Background: an optimization exercise with open tools, aiming at small area, a short achievable clock period and few clock cycles per item. Do not read the settings as production practice. Only simulation tests tie the RTL to the original design; equivalence was not proved. Power figures rest on the tool's default switching activity, not on a simulated workload.

<file path="flow/design.v">
`timescale 1ns / 1ps
`default_nettype none
package stns_pkg;
   localparam int MAX_KEEP_DEF = 16;
   localparam int ID_BITS_DEF  = 15;
   localparam int SCORE_W      = 16;
   localparam int TOP_N_W      = 5;
   localparam logic [TOP_N_W-1:0] TOP_N_RST = TOP_N_W'(3);
endpackage
`default_nettype wire
`timescale 1ns / 1ps
`default_nettype none
module stns_cmp (
   input  logic [15:0] a,
   input  logic [15:0] b,
   output logic        lt,
   output logic        eq
);
   logic [15:0] aa, bb, g0, e0;
   logic [7:0]  g1, e1;
   logic [3:0]  g2, e2;
   logic [1:0]  g3, e3;
   assign aa = {~a[15], a[14:0]};
   assign bb = {~b[15], b[14:0]};
   assign g0 = ~aa & bb;
   assign e0 = ~(aa ^ bb);
   for (genvar i = 0; i < 8; i++) begin : g_l1
      assign g1[i] = g0[2*i+1] | (e0[2*i+1] & g0[2*i]);
      assign e1[i] = e0[2*i+1] & e0[2*i];
   end
   for (genvar i = 0; i < 4; i++) begin : g_l2
      assign g2[i] = g1[2*i+1] | (e1[2*i+1] & g1[2*i]);
      assign e2[i] = e1[2*i+1] & e1[2*i];
   end
   for (genvar i = 0; i < 2; i++) begin : g_l3
      assign g3[i] = g2[2*i+1] | (e2[2*i+1] & g2[2*i]);
      assign e3[i] = e2[2*i+1] & e2[2*i];
   end
   assign lt = g3[1] | (e3[1] & g3[0]);
   assign eq = e3[1] & e3[0];
endmodule
`default_nettype wire
`timescale 1ns / 1ps
`default_nettype none
module stns_dpath (
   input  logic        clock,
   input  logic        reset,
   input  logic        csr_we,
   input  logic [4:0]  csr_wdata,
   input  logic        in_valid,
   output logic        in_ready,
   input  logic [14:0] in_owner,
   input  logic [14:0] in_nb,
   input  logic [15:0] in_score,
   input  logic        in_last,
   output logic        out_valid,
   input  logic        out_ready,
   output logic [14:0] out_owner,
   output logic [14:0] out_nb,
   output logic [15:0] out_score,
   output logic        out_last
);
   localparam int N = 16;
   logic [4:0]  top_n_ff;
   logic [4:0]  fill_ff;       
   logic        ovf_ff;        
   logic        em_ff;         
   logic        em_last_ff;    
   logic [3:0]  pos_ff;        
   logic [15:0] x_sc;
   logic [14:0] x_nb;
   logic        x_last;
   logic [4:0]  x_k;           
   logic [14:0] run_own;
   logic [N-1:0] sel_ff;       
   logic [15:0] sc [N];
   logic [14:0] nb [N];
   logic [3:0]  tg [N];        
   logic [N-1:0] tp;           
   logic        fin;
   logic        first;
   logic        proc;
   logic [4:0]  fe;
   logic        can_fill;
   logic [4:0]  fill_nx;
   logic        ovf_nx;
   logic [4:0]  k_in;
   logic [N-1:0] valid;        
   logic [N-1:0] inrun;        
   logic [N-1:0] lt;           
   logic [N-1:0] eq;           
   logic [N-1:0] bef;          
   logic [N-1:0] head;         
   logic [N-1:0] later;        
   logic [N-1:0] vic;          
   logic [N-1:0] upto;         
   logic [N-1:0] lim;          
   logic [3:0]  tg_v;
   logic [3:0]  tx;            
   logic        rep;
   logic        ins;           
   logic        rpl;           
   logic [N-1:0] we;
   logic [N-1:0] m_up;         
   logic [N-1:0] m_x;          
   logic [N-1:0] tp_nx;
   logic [N-1:0] tgt;          
   logic [N-1:0] sel_start;
   logic [N-1:0] sel_next;
   assign k_in = (top_n_ff == 5'd0) ? 5'd1 : (top_n_ff > 5'd16) ? 5'd16 : top_n_ff;
   assign x_sc   = in_score;
   assign x_nb   = in_nb;
   assign x_last = in_last;
   assign x_k    = k_in;
   assign fin      = em_ff && out_ready && em_last_ff;
   assign first    = em_ff || (fill_ff == 5'd0);
   assign in_ready = !em_ff || fin;
   assign proc     = in_valid && in_ready;
   assign fe       = em_ff ? 5'd0 : fill_ff;
   assign can_fill = fe < x_k;
   assign fill_nx  = can_fill ? fe + 5'd1 : fe;
   assign ovf_nx   = !em_ff && (ovf_ff || !can_fill);
   for (genvar i = 0; i < N; i++) begin : g_pos_dec
      assign inrun[i] = 5'(i) < fill_ff;
      assign valid[i] = !em_ff && inrun[i];
      assign tgt[i]   = 5'(i) == fe;
      assign head[i]  = inrun[i] && !tp[i];
   end
   always_comb begin
      later[N-1] = 1'b0;
      for (int i = N - 2; i >= 0; i--) begin
         later[i] = later[i+1] | head[i+1];
      end
   end
   assign vic = head & ~later;
   always_comb begin
      upto[N-1] = vic[N-1];
      for (int i = N - 2; i >= 0; i--) begin
         upto[i] = upto[i+1] | vic[i];
      end
   end
   always_comb begin
      tg_v = '0;
      for (int i = 0; i < N; i++) begin
         tg_v = tg_v | (vic[i] ? tg[i] : 4'd0);
      end
   end
   assign tx = can_fill ? fe[3:0] : tg_v;
   for (genvar i = 0; i < N; i++) begin : g_cmp
      logic lt_i, eq_i;
      stns_cmp u_cmp (.a(sc[i]), .b(x_sc), .lt(lt_i), .eq(eq_i));
      assign lt[i]  = lt_i;
      assign eq[i]  = eq_i;
      assign bef[i] = valid[i] && !(can_fill ? lt_i : (vic[i] || !upto[i] || lt_i || (eq_i && (tg[i] > tx))));
      assign lim[i] = can_fill ? (5'(i) <= fe) : upto[i];
   end
   assign rep = |(vic & lt);
   assign ins = proc && can_fill;
   assign rpl = proc && !can_fill && rep;
   always_comb begin
      for (int i = 0; i < N; i++) begin
         m_x[i]  = (ins || rpl) && lim[i] && !bef[i] && ((i == 0) || bef[i == 0 ? 0 : i-1]);
         m_up[i] = (ins || rpl) && lim[i] && !bef[i] && (i != 0) && !bef[i == 0 ? 0 : i-1];
      end
      for (int i = 0; i < N; i++) begin
         if (i == 0) begin
            tp_nx[i] = 1'b0;
         end else if (m_x[i]) begin
            tp_nx[i] = eq[i-1];
         end else if (m_up[i]) begin
            tp_nx[i] = m_up[i-1] ? tp[i-1] : eq[i-1];
         end else if (rpl && vic[i-1]) begin
            tp_nx[i] = 1'b0;
         end else begin
            tp_nx[i] = tp[i];
         end
      end
   end
   assign we = m_up | m_x;
   for (genvar i = 0; i < N; i++) begin : g_pos
      localparam int LO = (i == 0) ? 0 : i - 1;
      always_ff @(posedge clock) begin
         if (we[i]) begin
            sc[i] <= m_x[i] ? x_sc : sc[LO];
            nb[i] <= m_x[i] ? x_nb : nb[LO];
            tg[i] <= m_x[i] ? tx : tg[LO];
         end
         if (proc) begin
            tp[i] <= tp_nx[i];
         end
      end
   end
   always_comb begin
      for (int i = 0; i < N; i++) begin
         sel_start[i] = ovf_nx ? ((5'(i) < fill_nx) && ((m_x[i] ? tx : m_up[i] ? tg[i == 0 ? 0 : i-1] : tg[i]) == 4'd0))
                               : tgt[i];
         sel_next[i]  = ovf_ff ? (inrun[i] && (tg[i] == pos_ff + 4'd1))
                               : ((i == N - 1) ? 1'b0 : sel_ff[i == N - 1 ? N - 1 : i+1]);
      end
   end
   always_ff @(posedge clock) begin
      if (reset) begin
         top_n_ff   <= stns_pkg::TOP_N_RST;
         fill_ff    <= '0;
         ovf_ff     <= 1'b0;
         em_ff      <= 1'b0;
         em_last_ff <= 1'b0;
         pos_ff     <= '0;
      end else begin
         if (csr_we) begin
            top_n_ff <= csr_wdata;
         end
         if (proc) begin
            fill_ff <= fill_nx;
            ovf_ff  <= ovf_nx;
         end else if (fin) begin
            fill_ff <= '0;
            ovf_ff  <= 1'b0;
         end
         if (proc && x_last) begin
            em_ff      <= 1'b1;
            pos_ff     <= '0;
            em_last_ff <= (fill_nx == 5'd1);
         end else if (em_ff && out_ready) begin
            if (em_last_ff) begin
               em_ff <= 1'b0;
            end
            pos_ff     <= pos_ff + 4'd1;
            em_last_ff <= (5'(pos_ff) + 5'd2 == fill_ff);
         end
      end
   end
   always_ff @(posedge clock) begin
      if (proc && first) begin
         run_own <= in_owner;
      end
      if (proc && x_last) begin
         sel_ff <= sel_start;
      end else if (em_ff && out_ready) begin
         sel_ff <= sel_next;
      end
   end
   always_comb begin
      out_nb    = '0;
      out_score = '0;
      for (int i = 0; i < N; i++) begin
         out_nb    = out_nb | (sel_ff[i] ? nb[i] : 15'd0);
         out_score = out_score | (sel_ff[i] ? sc[i] : 16'd0);
      end
   end
   assign out_valid = em_ff;
   assign out_last  = em_last_ff;
   assign out_owner = run_own;
endmodule
`default_nettype wire
`timescale 1ns / 1ps
`default_nettype none
module streaming_top_n_selector (
   input  logic        clock,
   input  logic        reset,
   input  logic        csr_we,
   input  logic [4:0]  csr_wdata,
   input  logic        req_tvalid,
   output logic        req_tready,
   input  logic [47:0] req_tdata,
   input  logic        req_tlast,
   output logic        rsp_tvalid,
   input  logic        rsp_tready,
   output logic [47:0] rsp_tdata,
   output logic        rsp_tlast
);
   logic [14:0] out_owner;
   logic [14:0] out_nb;
   logic [15:0] out_score;
   stns_dpath u_dpath (
      .clock      (clock),
      .reset      (reset),
      .csr_we     (csr_we),
      .csr_wdata  (csr_wdata),
      .in_valid   (req_tvalid),
      .in_ready   (req_tready),
      .in_owner   (req_tdata[14:0]),
      .in_nb      (req_tdata[29:15]),
      .in_score   (req_tdata[45:30]),
      .in_last    (req_tlast),
      .out_valid  (rsp_tvalid),
      .out_ready  (rsp_tready),
      .out_owner  (out_owner),
      .out_nb     (out_nb),
      .out_score  (out_score),
      .out_last   (rsp_tlast)
   );
   assign rsp_tdata = {2'b00, out_score, out_nb, out_owner};
endmodule
`default_nettype wire
</file>
<file path="flow/run.sh">
#!/bin/bash
# synth_recipe.tcl (not shown) runs the flow's synth.tcl, then flattens the netlist and writes it again
# the make line also repeats each setting of config.mk as NAME=value (left out here)
make -C /OpenROAD-flow-scripts/flow DESIGN_CONFIG=/design/flow/config.mk WORK_HOME=/design/flow/orfs CLKGATE_MAP_FILE= SYNTH_SCRIPT=/design/flow/synth_recipe.tcl finish
</file>
<file path="flow/config.mk">
export PLATFORM = sky130hd
export DESIGN_NAME = streaming_top_n_selector
export DESIGN_NICKNAME = streaming_top_n_selector
export VERILOG_FILES = /design/flow/design.v
export SDC_FILE = /design/flow/constraint.sdc
export NUM_CORES = 4
export LEC_CHECK = 0
export CAP_MARGIN = 20
export CORE_MARGIN = 2
export CORE_UTILIZATION = 40
export SLEW_MARGIN = 20
</file>
<file path="flow/constraint.sdc">
create_clock -name core_clock -period 6.0 [get_ports {clock}]
set_input_delay 1.2000 -clock core_clock [delete_from_list [all_inputs] [get_ports {clock}]]
set_output_delay 1.2000 -clock core_clock [all_outputs]
set_load 0.01 [all_outputs]
</file>
==> results of run 1 <==
[metal layers]
metal | up-vias | share of wire (%)
li1 | 14174 | -
met1 | 16842 | 40
met2 | 2190 | 44
met3 | 422 | 12
met4 | 8 | 4.4
met5 | - | 0.034
[Yosys cell counts, types with 11 or more instances]
master	instances
a22oi_1	15
o21a_1	18
o211ai_1	11
xnor2_1	38
a31oi_1	18
a2111oi_0	11
buf_2	37
nand4_1	93
inv_1	301
nand3_1	94
xor2_1	40
a22o_1	120
a221oi_1	139
and3_1	22
a21oi_1	145
nor3_1	44
and2_1	15
ha_1	324
nor4_1	38
a21o_1	35
mux2_2	454
a211oi_1	34
buf_4	23
clkbuf_1	124
o21ai_0	151
mux2_4	30
nor2b_1	31
mux2i_1	23
nand2b_1	17
dfxtp_1	17
nand2_1	157
edfxtp_1	606
nor2_1	96
[worst max path at each step]
stage | from | endpoint | slack [ns] | depth (start not counted)
2_1_floorplan | u_dpath.fill_ff[1] | u_dpath.nb[8][0] | 0.006 | 24
3_3_place_gp | req_tdata[33] | u_dpath.nb[1][5] | -0.11 | 15
3_5_place_dp | req_tdata[33] | u_dpath.tg[1][1] | -0.15 | 15
4_1_cts | u_dpath.fill_ff[1] | u_dpath.nb[4][10] | 0.28 | 24
5_1_grt | u_dpath.fill_ff[1] | u_dpath.sc[4][3] | 0.02 | 24
6_report | u_dpath.fill_ff[3] | u_dpath.nb[4][10] | 0.20 | 22
[final cells by class]
| type | count | area, sq um |
|---|---|---|
| Antenna cell | 1 | 2.50 |
| Clock buffer | 89 | 1970 |
| Clock inverter | 48 | 413 |
| Fill cell | 9251 | 52400 |
| Inverter | 304 | 1150 |
| Multi-Input combinational cell | 2393 | 20100 |
| Sequential cell | 623 | 18500 |
| Tap cell | 1357 | 1700 |
| Timing Repair Buffer | 388 | 3980 |
[through the flow]
stage               area, sq um  power [uW]  setup TNS (ns)  cells
CTS                       47900       11200               0   5202
global route              47900       11500               0   5202
finish                    47900       11300               0   5203
detailed placement        45500        6690          -16.10   5065
global placement          45500        6670           -8.18   5065
floorplan                 40700        5870               0   3519
[sequential cells by signal, summed over array words and instances, names as in the netlist]
signal              count
u_dpath.run_own        15
u_dpath.nb            240
u_dpath.ovf_ff          1
u_dpath.top_n_ff        5
u_dpath.fill_ff         5
u_dpath.tg             64
u_dpath.em_ff           1
u_dpath.sc            256
u_dpath.sel_ff         16
u_dpath.pos_ff          4
u_dpath.tp             15
u_dpath.em_last_ff      1
[critical path: cells and delay by family (launching register included)]
family                   cells  cell delay, ns
AND/OR/NAND/NOR              6            1.23
buffers and inverters        5            0.83
adder cells (fa/ha/maj)      1            0.31
multiplexers                 1            0.35
flip-flops                   1            0.32
AO/OA/AOI/OAI                9            2.47
[kinds of logic (layout without fill, tap and decap cells)]
family | after synthesis | in the layout | share of synthesized area, %
AO/OA/AOI/OAI | 819 | 819 | 14.6
XOR/XNOR | 78 | 78 | 1.69
adder cells (fa/ha/maj) | 324 | 324 | 10.0
buffers and inverters | 503 | 829 | 5.12
flip-flops | 623 | 623 | 45.8
multiplexers | 507 | 507 | 14.3
other | 1 | 3 | 0.00926
AND/OR/NAND/NOR | 663 | 663 | 8.54
[power by group through the flow]
stage	combinational, uW	clock [uW]	sequential (uW)
finish	1660	4600	5010
global route	1750	4780	5010
CTS	1610	4630	5000
detailed placement	1600	0	5090
global placement	1590	0	5090
floorplan	854	0	5020
==> key figures, run 1 <==
Synth
  – Async set-reset flop share out of synthesis: 0%
  – Ranking of synthesized cells by area: edfxtp_1, mux2_2, ha_1
  – Post-synth top area share: 44.9%
  – Synth cell types: 96
  – Number of synthesized flops with an enable pin: 606
  – Gate Count Post-Synth: 3518
  – Synthesized cell area: 40500 sq um
  – Sequential area share after synthesis: 45.8%
  – Synth Area per Inst: 11.5 sq um
  – Yosys top cell by area: edfxtp_1
  – Top FF cell, synth: edfxtp_1
  – Yosys warnings: 7
  – #FFs+latches synth: 623

Worst hold path
  – Hold Crit Start: u_dpath.top_n_ff[4]
  – Worst hold endpoint: u_dpath.top_n_ff[4]
  – Worst Hold Class: flip-flop to flip-flop
  – Hold path cells: 2

Placed design
  – Place WS: -0.146 ns
  – Post-DP HPWL: 113 mm
  – GP Congestion: 0.980
  – I/O Buffers: 105

Timing
  – Setup WS post-layout: 0.203 ns
  – Worst Clk Skew: 0.0285 ns
  – Max-Slew Margin vs Limit: 11.7%
  – Final worst-path cycle share: 96.6%
  – Final setup viols: 0
  – Max-slew violation count: 0
  – Fin. Hold Viols: 0
  – RSZ-0062 raised after global routing: no
  – Final hold slack: 0.537 ns
  – Achievable frequency: 173 MHz
  – Tightest Pin Transition: 1.32 ns
  – Clock period minus worst slack: 5.80 ns

Detailed routing
  – Vias/cell: 6.46
  – Post-detailed-route count of antenna-violating nets: 0
  – Remaining DRCs: 0
  – DR pass1 iterations: 6
  – Routed via count: 33636
  – WL final: 167 mm
  – Wirelength per Cell: 32.1 um
  – 1st-iter DRT viols: 4476

Global route
  – Gr ovfl total: 0
  – All-Layer GR Usage: 31.6%
  – GR Util met3: 7.84%
  – Vias in the first global route: 32190
  – Largest net degree at the start of global routing: 46
  – First-pass GRT wire length: 235 mm
  – Initial antenna violation count: 7
  – GRT busiest layer: met2
  – M1 GR Usage: 42.6%
  – Grt met2 use: 48.6%

Setup path
  – Worst-path cell chain: buf_4 -> a31oi_1 -> or2_2 -> nand2_2 -> a211oi_1 -> a311oi_1 -> a32oi_1 -> inv_2 -> buf_4 -> ha_1 -> nor2b_1 -> o21a_1 -> o21a_1 -> o2111a_1 -> nor4_1 -> o22ai_1 -> and2_1 -> o21ai_1 -> clkinvlp_4 -> nand2_4 -> buf_12 -> mux2_2
  – Slowest CP cell: a211oi_1
  – Crit path max fanout: 10
  – Reg2reg end: u_dpath.nb[4][10]
  – Worst Setup Start Kind: flip-flop
  – Launch point of the worst reg-to-reg path: u_dpath.fill_ff[3]
  – CP Class: flip-flop to flip-flop
  – CP Capture Type: flip-flop
  – Reg2Reg Depth: 22
  – Arr. time, crit path: 6.20 ns
  – CP max stage delay: 0.76 ns
  – Reg-to-reg slack, setup: 0.20 ns
  – WP data required: 6.40 ns

Pwr
  – Psw: 3180 uW
  – Internal Pwr Total: 8080 uW
  – Power per cell area: 235 nW/um^2
  – Pleak: 0.0183 uW
  – Switching share of power: 28.3%
  – Seq pwr share: 44.4%
  – Peak supply drop: 266 uV
  – Clock network fraction of design power: 40.8%
  – Logic pwr share: 14.8%

Floorplanning
  – Core area: 100000 sq um
  – Row cnt: 116
  – Die ar.: 104000 sq um
  – Width of the die: 322 um
  – DIE HEIGHT: 322 um
  – Initial core utilization: 40.4%
  – Io pins: 110

Final layout
  – Area Overhead vs Synth: 18.2%
  – Util after Layout: 47.7%
  – Final #Nets: 4169
  – Most common cell after layout, fill and taps aside: edfxtp_1
  – Share of post-route cells with drive strength above 1: 24.8%
  – Most frequent cells in the layout: edfxtp_1, mux2_2, ha_1

Clocking
  – H-tree depth: 3
  – Root Buffer: clkbuf_16
  – Post-cts resize count: 0
  – Num CTS Buffers: 76
  – Clk buf depth: 3
  – Clock sinks: 623
  – TritonCTS clock tree: yes
  – Hold buffers post-CTS: 0
  – Post CTS Setup Buffer Count: 0
  – Clock Pin Slew Worst Setup and Hold Paths: 0.06 ns
  – Clk latency of the worst-skew pair: 0.66 ns

Run status
  – Outcome: no timing/DRC/antenna violations

Job
  – Max-Cap Viols: 0
Testbench counts, summed over its fixed seeds: cycles 7,666, items 5,341.
==> run 2: changes to the inputs <==
--- a/flow/design.v
+++ b/flow/design.v
@@ -75,2 +75,4 @@
    logic [N-1:0] sel_ff;       
+   logic        room_ff;       
+   logic [3:0]  tg_v;          
    logic [15:0] sc [N];
@@ -97,3 +99,2 @@
    logic [N-1:0] lim;          
-   logic [3:0]  tg_v;
    logic [3:0]  tx;            
@@ -114,2 +115,5 @@
    assign x_k    = k_in;
+   logic [4:0]  fill_d;
+   logic [4:0]  topn_d;
+   logic [4:0]  k_d;
    assign fin      = em_ff && out_ready && em_last_ff;
@@ -119,3 +123,3 @@
    assign fe       = em_ff ? 5'd0 : fill_ff;
-   assign can_fill = fe < x_k;
+   assign can_fill = em_ff || room_ff;
    assign fill_nx  = can_fill ? fe + 5'd1 : fe;
@@ -141,8 +145,2 @@
    end
-   always_comb begin
-      tg_v = '0;
-      for (int i = 0; i < N; i++) begin
-         tg_v = tg_v | (vic[i] ? tg[i] : 4'd0);
-      end
-   end
    assign tx = can_fill ? fe[3:0] : tg_v;
@@ -157,2 +155,56 @@
    assign rep = |(vic & lt);
+   logic [N-1:0] lastpos;      
+   logic [N-1:0] nxt;          
+   logic [N-1:0] prv;          
+   logic [N-1:0] hb;           
+   logic [N-1:0] hb_later;
+   logic [N-1:0] gs;           
+   logic        x_lt_min;
+   logic        tp_next;
+   logic        has_g;
+   logic        g_lt;
+   logic        g_eq;
+   logic [3:0]  tg_q1;
+   logic [3:0]  tg_s;
+   logic [3:0]  tg_v_nx;
+   always_comb begin
+      for (int i = 0; i < N; i++) begin
+         lastpos[i] = inrun[i] && ((i == N - 1) || !inrun[i == N - 1 ? N - 1 : i+1]);
+         nxt[i]     = (i == 0) ? 1'b0 : vic[i == 0 ? 0 : i-1];
+         prv[i]     = (i == N - 1) ? 1'b0 : vic[i == N - 1 ? N - 1 : i+1];
+         hb[i]      = head[i] && upto[i] && !vic[i];
+      end
+      hb_later[N-1] = 1'b0;
+      for (int i = N - 2; i >= 0; i--) begin
+         hb_later[i] = hb_later[i+1] | hb[i+1];
+      end
+      gs       = hb & ~hb_later;
+      has_g    = |hb;
+      x_lt_min = !(|(lastpos & lt)) && !(|(lastpos & eq));
+      tp_next  = |(nxt & tp & inrun);
+      g_lt     = |(prv & lt);
+      g_eq     = |(prv & eq);
+      tg_q1    = '0;
+      tg_s     = '0;
+      for (int i = 0; i < N; i++) begin
+         tg_q1 = tg_q1 | (nxt[i] ? tg[i] : 4'd0);
+         tg_s  = tg_s | (gs[i] ? tg[i] : 4'd0);
+      end
+      tg_v_nx = tg_v;
+      if (first) begin
+         tg_v_nx = 4'd0;
+      end else if (can_fill) begin
+         if (x_lt_min) tg_v_nx = fe[3:0];
+      end else if (rep) begin
+         if (tp_next) begin
+            tg_v_nx = tg_q1;
+         end else if (has_g) begin
+            if (g_lt) begin
+               tg_v_nx = tg_s;
+            end else if (g_eq && (tg_s < tg_v)) begin
+               tg_v_nx = tg_s;
+            end
+         end
+      end
+   end
    assign ins = proc && can_fill;
@@ -200,4 +252,11 @@
    end
+   assign topn_d = csr_we ? csr_wdata : top_n_ff;
+   assign k_d    = (topn_d == 5'd0) ? 5'd1 : (topn_d > 5'd16) ? 5'd16 : topn_d;
+   assign fill_d = proc ? fill_nx : fin ? 5'd0 : fill_ff;
    always_ff @(posedge clock) begin
+      if (proc) begin
+         tg_v <= tg_v_nx;
+      end
       if (reset) begin
+         room_ff    <= 1'b1;
          top_n_ff   <= stns_pkg::TOP_N_RST;
@@ -212,2 +271,3 @@
          end
+         room_ff <= fill_d < k_d;
          if (proc) begin
--- a/flow/config.mk
+++ b/flow/config.mk
@@ -10,2 +10,3 @@
 export CORE_UTILIZATION = 40
+export SETUP_SLACK_MARGIN = 1.0
 export SLEW_MARGIN = 20
==> run 2 against run 1 <==
  * Still clean
  * Combinational power up 14%
  * Non-clock buffer count is 68 higher
  * Register-to-register slack improved by 0.76 ns
  * Via count up 8.9%
  * Total power is 5.5% higher
  * Sequential power up 3%
==> key figures, run 2 <==
Global route
  – First-pass GRT wire length: 258 mm (+9.9%)
  – All-Layer GR Usage: 33.7% (+2.1 points)
  – Vias in the first global route: 34638 (+7.6%)
  – Gr ovfl total: 0 (unchanged)
  – Largest net degree at the start of global routing: 42 (-8.7%)
  – Initial antenna violation count: 5 (-2)

Clocking
  – TritonCTS clock tree: yes
  – H-tree depth: 3 (unchanged)
  – Clock sinks: 628 (+0.80%)
  – Clk buf depth: 3 (unchanged)
  – Num CTS Buffers: 77 (+1.3%)
  – Clk latency of the worst-skew pair: 0.68 ns (+0.02 ns)
  – Root Buffer: clkbuf_16
  – Clock Pin Slew Worst Setup and Hold Paths: 0.06 ns (about the same)

Timing
  – Tightest Pin Transition: 1.31 ns (-0.0106 ns)
  – Worst Clk Skew: 0.0344 ns (+0.00597 ns)
  – RSZ-0062 raised after global routing: no
  – Clock period minus worst slack: 5.04 ns (-0.759 ns)
  – Max-Slew Margin vs Limit: 12.4% (+0.71 points)
  – Final worst-path cycle share: 84.0% (-13 points)
  – Max-slew violation count: 0 (unchanged)
  – Final setup viols: 0 (unchanged)
  – Achievable frequency: 199 MHz (+15%)
  – Fin. Hold Viols: 0 (unchanged)

Setup path
  – Launch point of the worst reg-to-reg path: u_dpath.fill_ff[1]
  – Arr. time, crit path: 5.45 ns (-0.75 ns)
  – CP Class: flip-flop to flip-flop
  – Worst Setup Start Kind: flip-flop
  – Worst setup path start: u_dpath.fill_ff[1]
  – CP Buf/Inv Count: 5 (unchanged)
  – Reg2Reg Depth: 15 (-32%)
  – Crit path to: u_dpath.sc[9][13]
  – WP data required: 6.41 ns (about the same)
  – Critical path depth in cells: 15 (-32%)
  – CP max stage delay: 1.09 ns (+0.33 ns)
  – Slowest CP cell: a311oi_1
  – Top Family by Delay on Critical Path: compound AO/OA/AOI/OAI gates
  – Crit path max fanout: 10 (unchanged)
  – Worst-path cell chain: a311oi_1 -> o32a_1 -> nand2_1 -> nor3_4 -> a222oi_1 -> buf_4 -> nand4_2 -> buf_4 -> nor2_4 -> or3_1 -> buf_4 -> nor2_4 -> buf_12 -> buf_12 -> mux2_2
  – Reg2reg end: u_dpath.sc[9][13]
  – CP Capture Type: flip-flop
  – Reg-to-reg slack, setup: 0.96 ns (+0.76 ns)
  – Crit-path most repeated cell: buf_4

Worst hold path
  – Worst Hold Class: flip-flop to flip-flop

Synth
  – Synth Area per Inst: 11.0 sq um (-4.1%)
  – Synth cell types: 95 (-1.0%)
  – Yosys warnings: 7 (unchanged)
  – Synthesized cell area: 42000 sq um (+3.6%)
  – Number of synthesized flops with an enable pin: 610 (+0.66%)
  – Count leader, synth: edfxtp_1
  – Yosys top cell by area: edfxtp_1
  – Gate Count Post-Synth: 3798 (+8.0%)
  – Post-synth top area share: 43.7% (-1.3 points)
  – Ranking of synthesized cells by area: edfxtp_1, mux2_2, ha_1
  – Synth top cells by count: edfxtp_1, mux2_2, ha_1
  – Top FF cell, synth: edfxtp_1
  – #FFs+latches synth: 628 (+0.80%)
  – Async set-reset flop share out of synthesis: 0% (unchanged)
  – Sequential area share after synthesis: 44.5% (-1.2 points)

Final layout
  – Post-route insts no fill: 5564 (+6.9%)
  – Most frequent cells in the layout: edfxtp_1, mux2_2, ha_1
  – Reg area: 18700 sq um (+0.80%)
  – Share of post-route cells with drive strength above 1: 24.4% (-0.32 points)
  – Multi-input gate area: 21500 sq um (+6.8%)
  – Final #Nets: 4506 (+8.1%)
  – Top Registers: u_dpath.sc: 256 flops, u_dpath.nb: 240 flops, u_dpath.tg: 64 flops
  – Area Overhead vs Synth: 20.2%
  – Largest register FFs: 256 (unchanged)
  – Biggest register: u_dpath.sc
  – Most common cell after layout, fill and taps aside: edfxtp_1
  – Fillers: 9442 (+2.1%)

Placed design
  – GP Congestion: 1.06 (+8.7%)
  – Placed insts: 5375 (+6.1%)
  – I/O Buffers: 105 (unchanged)
  – Post-DP HPWL: 132 mm (+16%)

Detailed routing
  – Post-detailed-route count of antenna-violating nets: 0 (unchanged)
  – Remaining DRCs: 0 (unchanged)
  – DR pass1 iterations: 6 (unchanged)
  – Wirelength per Cell: 33.6 um (+4.6%)
  – Vias/cell: 6.59 (+1.9%)
  – 1st-iter DRT viols: 5546 (+24%)
  – Met3 WL: 20.9 mm (+8.7%)
  – Routed via count: 36643 (+8.9%)
  – WL final: 187 mm (+12%)
  – Wl on met1: 71.3 mm (+6.5%)
  – Top Metal Used: met5
  – WL met2: 82.0 mm (+12%)

Pwr
  – Logic pwr share: 16.0% (+1.2 points)
  – Seq pwr share: 43.5% (-0.9 points)
  – Switching share of power: 28.8% (+0.53 points)
  – Psw: 3420 uW (+7.4%)
  – Total power: 11900 uW (+5.5%)
  – Power per cell area: 236 nW/um^2 (+0.16%)
  – Peak supply drop: 198 uV (-26%)
  – Clock network fraction of design power: 40.5% (-0.3 points)
  – Pleak: 0.0191 uW (+4.1%)
  – Internal Pwr Total: 8460 uW (+4.7%)

Run status
  – Outcome: no timing/DRC/antenna violations

Floorplanning
  – Core area: 104000 sq um (+3.5%)
  – Initial core utilization: 40.4% (about the same)
  – Die ar.: 107000 sq um (+3.5%)
  – DIE HEIGHT: 328 um (+1.7%)
  – Width of the die: 328 um (+1.7%)
  – Io pins: 110 (unchanged)
  – Row cnt: 118 (+1.7%)

Job
  – Max-Cap Viols: 0 (unchanged)
run 2: power groups by stage:
stage / sequential (uW) / combinational, uW / clock, uW
global placement: 5260 / 1750 / 0
floorplan: 5160 / 932 / 0
global route: 5180 / 1990 / 5000
detailed placement: 5260 / 1770 / 0
finish: 5170 / 1900 / 4810
CTS: 5170 / 1810 / 4840
run 2: cell families after synthesis:
| group | share of synthesized area, % |
|---|---|
| AND/OR/NAND/NOR | 9.97 |
| adder cells (fa/ha/maj) | 9.78 |
| XOR/XNOR | 1.67 |
| flip-flops | 44.5 |
| other | 0.00894 |
| AO/OA/AOI/OAI | 15.4 |
| buffers and inverters | 5.18 |
| multiplexers | 13.5 |
run 2: per-stage QoR:
| stage | setup WS (ns) | TNS (ns) | cell area [sq um] | utilization [%] | hold slack (ns) |
|---|---|---|---|---|---|
| 5_1_grt | 0.997 | 0 | 50400 | 48.6 | 0.564 |
| 6_report | 0.962 | 0 | 50400 | 48.6 | 0.484 |
| 3_3_place_gp | -0.148 | -9.43 | 47000 | 45.2 | 0.461 |
| 3_5_place_dp | -0.147 | -13.28 | 47000 | 45.3 | 0.483 |
| 4_1_cts | 0.987 | 0 | 50000 | 48.2 | 0.497 |
| 2_1_floorplan | 1.00 | 0 | 42000 | - | 0.436 |
run 2: repair_timing:
item                                    in CTS  in global routing
gates resized for setup                     51                 49
buffers inserted                            16                 20
endpoints found under the setup margin    1040                423
pin swaps                                   18                 12
hold buffers                                 0                  0
gates cloned                                 5                  3
run 2: worst min path at each step:
stage	start	end	slack, ns	depth (start not counted)
detailed placement	u_dpath.top_n_ff[0]	u_dpath.top_n_ff[0]	0.48	2
global placement	u_dpath.top_n_ff[0]	u_dpath.top_n_ff[0]	0.46	2
finish	u_dpath.top_n_ff[0]	u_dpath.top_n_ff[0]	0.48	2
global route	u_dpath.top_n_ff[0]	u_dpath.top_n_ff[0]	0.56	2
floorplan	u_dpath.top_n_ff[0]	u_dpath.top_n_ff[0]	0.44	2
CTS	u_dpath.top_n_ff[0]	u_dpath.top_n_ff[0]	0.50	2
run 2: area by class of cell:
class	instances	area share [%]
multi-input combinational	2642	42.6
sequential	628	37.1
timing repair buffer	456	9.47
clock buffer	95	4.04
tap	1380	3.42
inverter	314	2.36
clock inverter	43	0.965
antenna	6	0.0298
run 2: worst register-to-register path, cell delays in order, from the launching register on:
cell      delay [ns]
dfxtp_1         0.43
a311oi_1        1.10
o32a_1          0.37
nand2_1         0.12
nor3_4          0.54
a222oi_1        0.22
buf_4           0.19
nand4_2         0.13
buf_4           0.15
nor2_4          0.04
or3_1           0.47
buf_4           0.19
nor2_4          0.12
buf_12          0.15
buf_12          0.18
mux2_2          0.39
run 2: routing by layer:
metal | vias up | track usage (%)
li1 | 15350 | -
met1 | 18111 | 43.8
met2 | 2585 | 51.6
met3 | 595 | 7.43
met4 | 2 | 19.7
met5 | - | 0
Testbench counts of run 2, summed over its fixed seeds: cycles 7,666, items 5,341.
==> run 3: changes to the inputs <==
--- a/flow/config.mk
+++ b/flow/config.mk
@@ -10,3 +10,2 @@
 export CORE_UTILIZATION = 40
-export SETUP_SLACK_MARGIN = 1.0
 export SLEW_MARGIN = 20
==> run 3 against run 2 <==
  * Core utilization decreased by 0.93 points
  * Non-clock buffer count is 51 lower
  * Synthesized cell count unchanged
  * Combinational power is 3% lower
  * Sequential cell count is the same
  * Die area did not move
  * Clock-buffer cell count rose by 6
  * Critical path depth is 1 lower
  * Critical endpoint is now u_dpath.sc[4][0]
  * Highest routed layer is now met4
==> key figures, run 3 <==
Detailed routing
  – DR pass1 iterations: 6 (unchanged)
  – Remaining DRCs: 0 (unchanged)
  – Top Metal Used: met4
  – Wl on met1: 72.8 mm (+2.0%)
  – WL final: 187 mm (about the same)
  – WL met2: 82.2 mm (+0.24%)
  – Routed via count: 36072 (-1.6%)
  – Met3 WL: 19.7 mm (-5.9%)
  – Post-detailed-route count of antenna-violating nets: 0 (unchanged)
  – Wirelength per Cell: 33.9 um (+0.89%)
  – 1st-iter DRT viols: 5390 (-2.8%)
  – Vias/cell: 6.55 (-0.61%)

Setup path
  – Worst Setup Start Kind: flip-flop
  – CP Capture Type: flip-flop
  – WP data required: 6.41 ns (about the same)
  – CP Class: flip-flop to flip-flop
  – Arr. time, crit path: 6.13 ns (+0.68 ns)
  – Crit path max fanout: 23 (+13)

Timing
  – Clock period minus worst slack: 5.72 ns (+0.682 ns)
  – Tightest Pin Transition: 1.29 ns (-0.0203 ns)
  – Max-slew violation count: 0 (unchanged)
  – Worst Clk Skew: 0.0356 ns (+0.00117 ns)
  – Final worst-path cycle share: 95.3% (+11 points)
  – Achievable frequency: 175 MHz (-12%)
  – Final hold slack: 0.488 ns (+0.00342 ns)
  – Setup TNS: 0 ns (unchanged)
  – RSZ-0062 raised after global routing: no
  – Max-Slew Margin vs Limit: 13.8% (+1.4 points)
  – Fin. Hold Viols: 0 (unchanged)
  – Final setup viols: 0 (unchanged)

Clocking
  – Clk buf depth: 3 (unchanged)
  – Clock sinks: 628 (unchanged)
  – Hold buffers post-CTS: 0 (unchanged)
  – TritonCTS clock tree: yes
  – Clk latency of the worst-skew pair: 0.69 ns (about the same)
  – H-tree depth: 3 (unchanged)
  – Post-cts resize count: 0 (-100%)
  – Num CTS Buffers: 78 (+1.3%)
  – Post CTS Setup Buffer Count: 0 (-16)
  – Root Buffer: clkbuf_16
  – Clock Pin Slew Worst Setup and Hold Paths: 0.06 ns (about the same)

Final layout
  – Most common cell after layout, fill and taps aside: edfxtp_1
  – Top Registers: u_dpath.sc: 256 flops, u_dpath.nb: 240 flops, u_dpath.tg: 64 flops
  – Final #Nets: 4456 (-1.1%)
  – Most frequent cells in the layout: edfxtp_1, mux2_2, ha_1
  – Biggest register: u_dpath.sc
  – Reg area: 18700 sq um (about the same)
  – Largest register FFs: 256 (unchanged)
  – Util after Layout: 47.6% (-0.93 points)
  – Multi-input gate area: 21200 sq um (-1.4%)
  – Area Overhead vs Synth: 17.9%
  – Fillers: 9542 (+1.1%)
  – Share of post-route cells with drive strength above 1: 22.0% (-2.4 points)

Floorplanning
  – Core area: 104000 sq um (unchanged)
  – DIE HEIGHT: 328 um (unchanged)
  – Width of the die: 328 um (unchanged)
  – Initial core utilization: 40.4% (unchanged)
  – Die ar.: 107000 sq um (unchanged)
  – Row cnt: 118 (unchanged)
  – Io pins: 110 (unchanged)

Synth
  – Synthesized cell area: 42000 sq um (unchanged)
  – Gate Count Post-Synth: 3798 (unchanged)
  – Yosys top cell by area: edfxtp_1
  – Top FF cell, synth: edfxtp_1
  – Yosys warnings: 7 (unchanged)
  – Ranking of synthesized cells by area: edfxtp_1, mux2_2, ha_1
  – Synth top cells by count: edfxtp_1, mux2_2, ha_1
  – Sequential area share after synthesis: 44.5% (unchanged)
  – Synth cell types: 95 (unchanged)
  – Number of synthesized flops with an enable pin: 610 (unchanged)
  – Main combinational cell family by area after synthesis: compound AO/OA/AOI/OAI gates
  – Async set-reset flop share out of synthesis: 0% (unchanged)
  – Post-synthesis xor/xnor area fraction: 1.67% (unchanged)
  – Multiplexer share of the synthesized area: 13.5% (unchanged)
  – Synth Area per Inst: 11.0 sq um (unchanged)
  – Count leader, synth: edfxtp_1
  – Synth Area in Simple Gates: 9.97% (unchanged)
  – Synth Area in Compound Gates: 15.4% (unchanged)
  – Post-synth top area share: 43.7% (unchanged)
  – #FFs+latches synth: 628 (unchanged)
  – Synth Area in Adders: 9.78% (unchanged)

Global route
  – All-Layer GR Usage: 34.0% (+0.31 points)
  – First-pass GRT wire length: 260 mm (+0.60%)
  – Initial antenna violation count: 1 (-4)
  – Gr ovfl total: 0 (unchanged)
  – Vias in the first global route: 34491 (-0.42%)
  – Largest net degree at the start of global routing: 40 (-4.8%)

Run status
  – Outcome: no timing/DRC/antenna violations

Pwr
  – Pleak: 0.0186 uW (-2.2%)
  – Power per cell area: 238 nW/um^2 (+0.78%)
  – Peak supply drop: 226 uV (+14%)

Job
  – Max-Cap Viols: 0 (unchanged)

Placed design
  – GP Congestion: 1.05 (-1.1%)
  – Post-DP HPWL: 132 mm (about the same)
  – I/O Buffers: 105 (unchanged)

Worst hold path
  – Worst Hold Class: flip-flop to flip-flop
==> run 3: logic make-up (layout without fill, tap and decap cells) <==
| family | after synthesis | after routing |
|---|---|---|
| xor gates and xnor gates | 80 | 80 |
| and+or+nand+nor | 817 | 817 |
| AOI/OAI and AO/OA | 921 | 921 |
| buffers and inverters | 529 | 860 |
| other | 1 | 3 |
| adders and majority gates | 328 | 328 |
| muxes | 494 | 494 |
| DFF | 628 | 628 |
==> run 3: final cells by class <==
type | instances | share of cell area (%)
clock inverters | 40 | 0.850
clock buffers | 101 | 4.16
diodes | 1 | 0.00506
multi-input cells | 2642 | 42.9
well taps | 1380 | 3.49
repair buffers | 405 | 8.47
flip-flops and latches | 628 | 37.8
inverters | 314 | 2.38
==> run 3: worst paths after layout <==
path | start | slack (ns) | end | depth (start not counted)
min reg2reg | u_dpath.top_n_ff[0] | 0.49 | u_dpath.top_n_ff[0] | 2
max reg2reg | u_dpath.fill_ff[4] | 0.28 | u_dpath.sc[4][0] | 14
min | u_dpath.top_n_ff[0] | 0.49 | u_dpath.top_n_ff[0] | 2
max | u_dpath.fill_ff[4] | 0.28 | u_dpath.sc[4][0] | 14
==> run 3: power by group <==
part	switching, uW	internal (uW)	total (uW)
clock network	2070	2660	4740
logic	1200	654	1850
registers	170	4990	5160
total	3440	8310	11700
==> run 3: routing by layer <==
| metal | track usage, % | up-vias |
|---|---|---|
| li1 | - | 15237 |
| met1 | 44.6 | 17905 |
| met2 | 52.2 | 2391 |
| met3 | 6.88 | 539 |
| met4 | 19.6 | 0 |
| met5 | 0 | - |
==> run 3: per-stage QoR <==
| stage | instances | total power, uW | instance area (sq um) | setup WS (ns) |
|---|---|---|---|---|
| floorplan | 3799 | 6090 | 42000 | 0.161 |
| global placement | 5366 | 7000 | 46900 | 0.0580 |
| detailed placement | 5368 | 7030 | 46900 | -0.0205 |
| CTS | 5509 | 11700 | 49400 | 0.523 |
| global route | 5511 | 12000 | 49500 | 0.285 |
| finish | 5511 | 11700 | 49500 | 0.281 |
==> run 3: worst max-delay path, cell delays in order, from the launching register on <==
cell      delay (ns)
dfxtp_1         0.71
nand2b_1        0.51
o211ai_1        0.28
buf_4           0.23
or3_1           0.48
buf_4           0.22
nor3_2          0.83
a222oi_1        0.32
nand4_2         0.24
nor2_1          0.10
buf_4           0.18
or3_1           0.44
nor2_4          0.19
buf_12          0.24
mux2_2          0.37

port drivers added, routing unchanged:
How much do the figures lean on ideal ports? The routed layouts below were timed once more, with nothing changed but the port constraints.
Step 1, drivers: a clkbuf_16 drives clock and a buf_2 each remaining input, both assumed.
Step 2, shift: input delay + t, output delay - t, t = (earliest + latest rising clock arrival at the registers) / 2. This alone moves slack from input paths to output paths.
Slacks: ideal ports / drivers / drivers and shift; pairs: ideal ports / drivers.
| run | t (ns) | setup slack, ns | hold WS [ns] |
|---|---|---|---|
| run 1 | 0.718 | 0.203 / 0.203 / -0.227 | 0.537 / 0.537 / 0.537 |
| run 2 | 0.729 | 0.962 / 0.962 / 0.360 | 0.484 / 0.484 / 0.484 |
| run 3 | 0.736 | 0.281 / 0.281 / -0.170 | 0.488 / 0.488 / 0.488 |
With both steps, setup timing fails in run 1 and run 3, where it was met with ideal ports. For run 2, which loses most, drivers alone change the setup slack by 0.000 ns; drivers and shift together by -0.602 ns.
